What follows belongs to an exercise in optimizing a design on an open flow for small area and a short achievable clock period; a production flow would make more cautious choices. RTL that was checked went through simulation tests only; none was proved equivalent to the original. Power figures rest on the tool's default switching activity, not on a simulated workload.

Setup of old:
==> module data_mem_sized, before the edit <==
module data_mem_sized #(
  parameter int DEPTH     = 64,
  parameter int ADDR_W    = 8,
  parameter int LATENCY   = 1,
  parameter int INIT_MODE = 1
) (
  input  logic              clk,
  input  logic              rst,
  input  logic              req_valid,
  output logic              req_ready,
  input  logic              req_we,
  input  logic [1:0]        req_size,
  input  logic              req_unsigned,
  input  logic [ADDR_W-1:0] req_addr,
  input  logic [31:0]       req_wdata,
  output logic              resp_valid,
  output logic [31:0]       resp_rdata,
  output logic              resp_err,
  output logic              init_busy
);
  logic [2047:0] mem_q;    
  logic [2047:0] mem_d;
  logic        busy_q;
  logic        ready_q;
  logic [5:0]  cnt_q;
  logic        resp_valid_q;
  logic [31:0] resp_rdata_q;
  logic        resp_err_q;
  logic        req_err;
  logic        accept;
  logic        st;
  logic [31:0] rd_word;
  logic [31:0] load_data;
  logic [3:0]  lane_mask;
  logic [31:0] lane_data;
  assign accept = req_valid && !busy_q && !rst;
  always_comb begin
    case (req_size)
      2'b00:   req_err = 1'b0;
      2'b01:   req_err = req_addr[0];
      2'b10:   req_err = |req_addr[1:0];
      default: req_err = 1'b1;
    endcase
  end
  logic [7:0]  pre_lo, pre_hi;
  logic [63:0] rowsel;
  always_comb begin
    for (int i = 0; i < 8; i++) begin
      pre_lo[i] = (req_addr[4:2] == 3'(i));
      pre_hi[i] = (req_addr[7:5] == 3'(i));
    end
    for (int w = 0; w < 64; w++) rowsel[w] = pre_lo[w % 8] && pre_hi[w / 8];
  end
  logic       ld;           
  logic [3:0] sel0;         
  logic       sel1_lo;      
  logic       sel1_hi;      
  logic       sel1_s;       
  logic       selw;         
  logic [3:0] ssel;         
  assign ld = !req_we && !req_err;
  always_comb begin
    sel0    = 4'b0000;
    sel1_lo = 1'b0;
    sel1_hi = 1'b0;
    sel1_s  = 1'b0;
    selw    = 1'b0;
    ssel    = 4'b0000;
    case (req_size)
      2'b00: begin
        sel0   = 4'b0001 << req_addr[1:0];
        sel1_s = 1'b1;
        ssel   = req_unsigned ? 4'b0000 : (4'b0001 << req_addr[1:0]);
      end
      2'b01: begin
        sel0    = req_addr[1] ? 4'b0100 : 4'b0001;
        sel1_lo = !req_addr[1];
        sel1_hi = req_addr[1];
        ssel    = req_unsigned ? 4'b0000 : (req_addr[1] ? 4'b1000 : 4'b0010);
      end
      default: begin
        sel0    = 4'b0001;
        sel1_lo = 1'b1;
        selw    = 1'b1;
      end
    endcase
    if (!ld) begin
      sel0    = 4'b0000;
      sel1_lo = 1'b0;
      sel1_hi = 1'b0;
      sel1_s  = 1'b0;
      selw    = 1'b0;
    end
  end
  logic [63:0] sgn_w;
  for (genvar w = 0; w < 64; w++) begin : g_sgnw
    dm_sign u_sgn (
      .sel(ssel),
      .b7({mem_q[32*w+31], mem_q[32*w+23], mem_q[32*w+15], mem_q[32*w+7]}),
      .s(sgn_w[w])
    );
  end
  logic [2:0] sgn;
  for (genvar j = 0; j < 33; j++) begin : g_rcol
    logic [7:0]  t2;
    logic [3:0]  t3;
    for (genvar g = 0; g < 8; g++) begin : g_l2
      logic [7:0] dcol;
      for (genvar i = 0; i < 8; i++) begin : g_d
        assign dcol[i] = (j < 32) ? mem_q[32*(8*g+i)+(j % 32)] : sgn_w[8*g+i];
      end
      dm_rd8 u_g (.s(rowsel[8*g +: 8]), .d(dcol), .y(t2[g]));
    end
    for (genvar g = 0; g < 4; g++) begin : g_l3
      dm_nor2 u_g (.a(t2[2*g]), .b(t2[2*g+1]), .y(t3[g]));
    end
    if (j < 32) begin : g_data
      dm_nand4 u_l4 (.a(t3[0]), .b(t3[1]), .c(t3[2]), .d(t3[3]), .y(rd_word[j]));
    end else begin : g_sign
      for (genvar c = 0; c < 3; c++) begin : g_c
        dm_nand4en u_l4 (.a(t3[0]), .b(t3[1]), .c(t3[2]), .d(t3[3]),
                         .en(c == 0 ? sel1_s : ld), .y(sgn[c]));
      end
    end
  end
  always_comb begin
    for (int k = 0; k < 8; k++) begin
      load_data[k]    = (sel0[0] & rd_word[k])      | (sel0[1] & rd_word[8+k])
                      | (sel0[2] & rd_word[16+k])   | (sel0[3] & rd_word[24+k]);
      load_data[8+k]  = (sel1_lo & rd_word[8+k]) | (sel1_hi & rd_word[24+k]) | sgn[0];
      load_data[16+k] = (selw & rd_word[16+k]) | sgn[1];
      load_data[24+k] = (selw & rd_word[24+k]) | sgn[2];
    end
  end
  assign st = accept && req_we && !req_err;
  always_comb begin
    case (req_size)
      2'b00: begin
        lane_mask = 4'b0001 << req_addr[1:0];
        lane_data = {4{req_wdata[7:0]}};
      end
      2'b01: begin
        lane_mask = req_addr[1] ? 4'b1100 : 4'b0011;
        lane_data = {2{req_wdata[15:0]}};
      end
      default: begin
        lane_mask = 4'b1111;
        lane_data = req_wdata;
      end
    endcase
  end
  logic [3:0]  lane_en;
  logic [31:0] wd0, wd1;
  assign lane_en = st ? lane_mask : 4'h0;
  assign wd0 = busy_q ? 32'h0 : lane_data;
  assign wd1 = busy_q ? 32'h1F : lane_data;
  logic [7:0]  wpre_lo, wpre_hi;
  logic [63:0] wrow, wrow_n;
  logic [3:0]  wlane, wlane_n;
  always_comb begin
    for (int i = 0; i < 8; i++) begin
      wpre_lo[i] = busy_q || pre_lo[i];
      wpre_hi[i] = busy_q || pre_hi[i];
    end
    for (int w = 0; w < 64; w++) begin
      wrow[w]   = wpre_lo[w % 8] && wpre_hi[w / 8];
      wrow_n[w] = !(wpre_lo[w % 8] && wpre_hi[w / 8]);
    end
    wlane   = lane_en | {4{busy_q}};
    wlane_n = ~(lane_en | {4{busy_q}});
  end
  for (genvar w = 0; w < 64; w++) begin : g_word
    for (genvar b = 0; b < 4; b++) begin : g_lane
      logic wen, hold;
      dm_nor2  u_wen  (.a(wrow_n[w]), .b(wlane_n[b]), .y(wen));
      dm_nand2 u_hold (.a(wrow[w]),   .b(wlane[b]),   .y(hold));
      for (genvar j = 0; j < 8; j++) begin : g_bit
        localparam int K = 8*b + j;
        dm_a22o u_nxt (
          .a1(wen),  .a2((((w % 32) >> K) & 1) != 0 ? wd1[K] : wd0[K]),
          .b1(hold), .b2(mem_q[32*w+K]),
          .x(mem_d[32*w+K])
        );
      end
    end
  end
  always_ff @(posedge clk) begin
    mem_q <= mem_d;
  end
  always_ff @(posedge clk) begin
    if (rst) begin
      busy_q  <= 1'b1;
      ready_q <= 1'b0;
      cnt_q   <= 6'd0;
    end else if (busy_q) begin
      cnt_q <= cnt_q + 6'd1;
      if (cnt_q == 6'd63) begin
        busy_q  <= 1'b0;
        ready_q <= 1'b1;
      end
    end
  end
  always_ff @(posedge clk) begin
    resp_valid_q <= accept;
    resp_err_q   <= req_err;
    resp_rdata_q <= load_data;
  end
  assign req_ready  = ready_q;
  assign init_busy  = busy_q;
  assign resp_valid = resp_valid_q;
  assign resp_rdata = resp_rdata_q;
  assign resp_err   = resp_err_q;
endmodule
==> flow/config.mk <==
export PLATFORM = sky130hd
export DESIGN_NAME = data_mem_sized
export DESIGN_NICKNAME = data_mem_sized
export VERILOG_FILES = /design/flow/design.v
export SDC_FILE = /design/flow/constraint.sdc
export NUM_CORES = 4
export LEC_CHECK = 0
export CAP_MARGIN = 20
export CORE_MARGIN = 2
export CORE_UTILIZATION = 40
export CTS_CLUSTER_DIAMETER = 100
export CTS_CLUSTER_SIZE = 25
export PLACE_DENSITY = 0.5
export SETUP_SLACK_MARGIN = 5
export SLEW_MARGIN = 20
export SYNTH_HIERARCHICAL = 1
export TNS_END_PERCENT = 100
==> flow/constraint.sdc <==
create_clock -name core_clock -period 8.0 [get_ports {clk}]
set_input_delay 1.6000 -clock core_clock [delete_from_list [all_inputs] [get_ports {clk}]]
set_output_delay 1.6000 -clock core_clock [all_outputs]
set_load 0.01 [all_outputs]
run.sh (not shown) runs the stock make flow with config.mk's settings and CLKGATE_MAP_FILE= SYNTH_SCRIPT=/design/flow/synth_recipe.tcl, a recipe that flattens the netlist after the stock synthesis.
In summary, old completed successfully, with a layout that passed the timing, DRC and antenna checks.
### old -> new
--- a/flow/design.v
+++ b/flow/design.v
@@ -74,5 +74,4 @@
   logic [5:0]  cnt_q;
   logic        resp_valid_q;
-  logic [31:0] resp_rdata_q;
   logic        resp_err_q;
   logic        req_err;
@@ -173,11 +172,23 @@
     end
   end
+  logic [31:0] rdw_q;
+  logic [2:0]  sgn_q;
+  logic [3:0]  sel0_q;
+  logic        sel1_lo_q, sel1_hi_q, selw_q;
+  always_ff @(posedge clk) begin
+    rdw_q     <= rd_word;
+    sgn_q     <= sgn;
+    sel0_q    <= sel0;
+    sel1_lo_q <= sel1_lo;
+    sel1_hi_q <= sel1_hi;
+    selw_q    <= selw;
+  end
   always_comb begin
     for (int k = 0; k < 8; k++) begin
-      load_data[k]    = (sel0[0] & rd_word[k])      | (sel0[1] & rd_word[8+k])
-                      | (sel0[2] & rd_word[16+k])   | (sel0[3] & rd_word[24+k]);
-      load_data[8+k]  = (sel1_lo & rd_word[8+k]) | (sel1_hi & rd_word[24+k]) | sgn[0];
-      load_data[16+k] = (selw & rd_word[16+k]) | sgn[1];
-      load_data[24+k] = (selw & rd_word[24+k]) | sgn[2];
+      load_data[k]    = (sel0_q[0] & rdw_q[k])      | (sel0_q[1] & rdw_q[8+k])
+                      | (sel0_q[2] & rdw_q[16+k])   | (sel0_q[3] & rdw_q[24+k]);
+      load_data[8+k]  = (sel1_lo_q & rdw_q[8+k]) | (sel1_hi_q & rdw_q[24+k]) | sgn_q[0];
+      load_data[16+k] = (selw_q & rdw_q[16+k]) | sgn_q[1];
+      load_data[24+k] = (selw_q & rdw_q[24+k]) | sgn_q[2];
     end
   end
@@ -253,10 +264,9 @@
     resp_valid_q <= accept;
     resp_err_q   <= req_err;
-    resp_rdata_q <= load_data;
   end
   assign req_ready  = ready_q;
   assign init_busy  = busy_q;
   assign resp_valid = resp_valid_q;
-  assign resp_rdata = resp_rdata_q;
+  assign resp_rdata = load_data;
   assign resp_err   = resp_err_q;
 endmodule
### Flow results
- new against old: global-route usage -0.21 points; number of antenna violations at the first check in global routing +7.
- Diff old -> new | power | increase of about 0.8%
- Every run in the comparison, old and new, completed the flow with a clean layout.
- Maximum number of pins on one net before global-route repair (new / old): 1.08
- The post-synthesis instance total on new is in line with that on old.
- Comparing old and new, the lower critical path depth in cells is on new.
- The start-to-end type of the worst setup path comes out register to output port in one run and input pin to register in the other, namely in new and old respectively.
- Of old and new, new shows the lower routed length on met1, with old above it.
- ~same final area in old and new
- Between old and new, register share of the cell area increased.
The RTL of old was laid out without a check of its function.

==> re-timing with driven ports <==
The results above use ideal ports. As a check the final layouts listed here were re-extracted and re-timed, cells and wires unchanged. Step 1, drivers: a clkbuf_16 drives clk and a buf_2 each remaining input, both assumed. Step 2 also shifts input and output timing later by t, the mid clock arrival at the registers, as if the neighbouring blocks saw the same clock. a / b / c = no drivers / after step 1 / after step 2; a / b = the first two.
run	t, ns	slack for setup (ns)	hold slack, ns	worst slew at a driven data input, ns
old	0.877	4.418 / 4.384 / 3.507	0.478 / 0.478 / 0.478	0.18
new	0.873	4.591 / 4.510 / 3.860	0.478 / 0.478 / 0.478	0.17
After both steps every run listed still meets setup and hold. For old, which loses most, drivers alone change the setup slack by -0.034 ns; drivers and shift together by -0.911 ns.
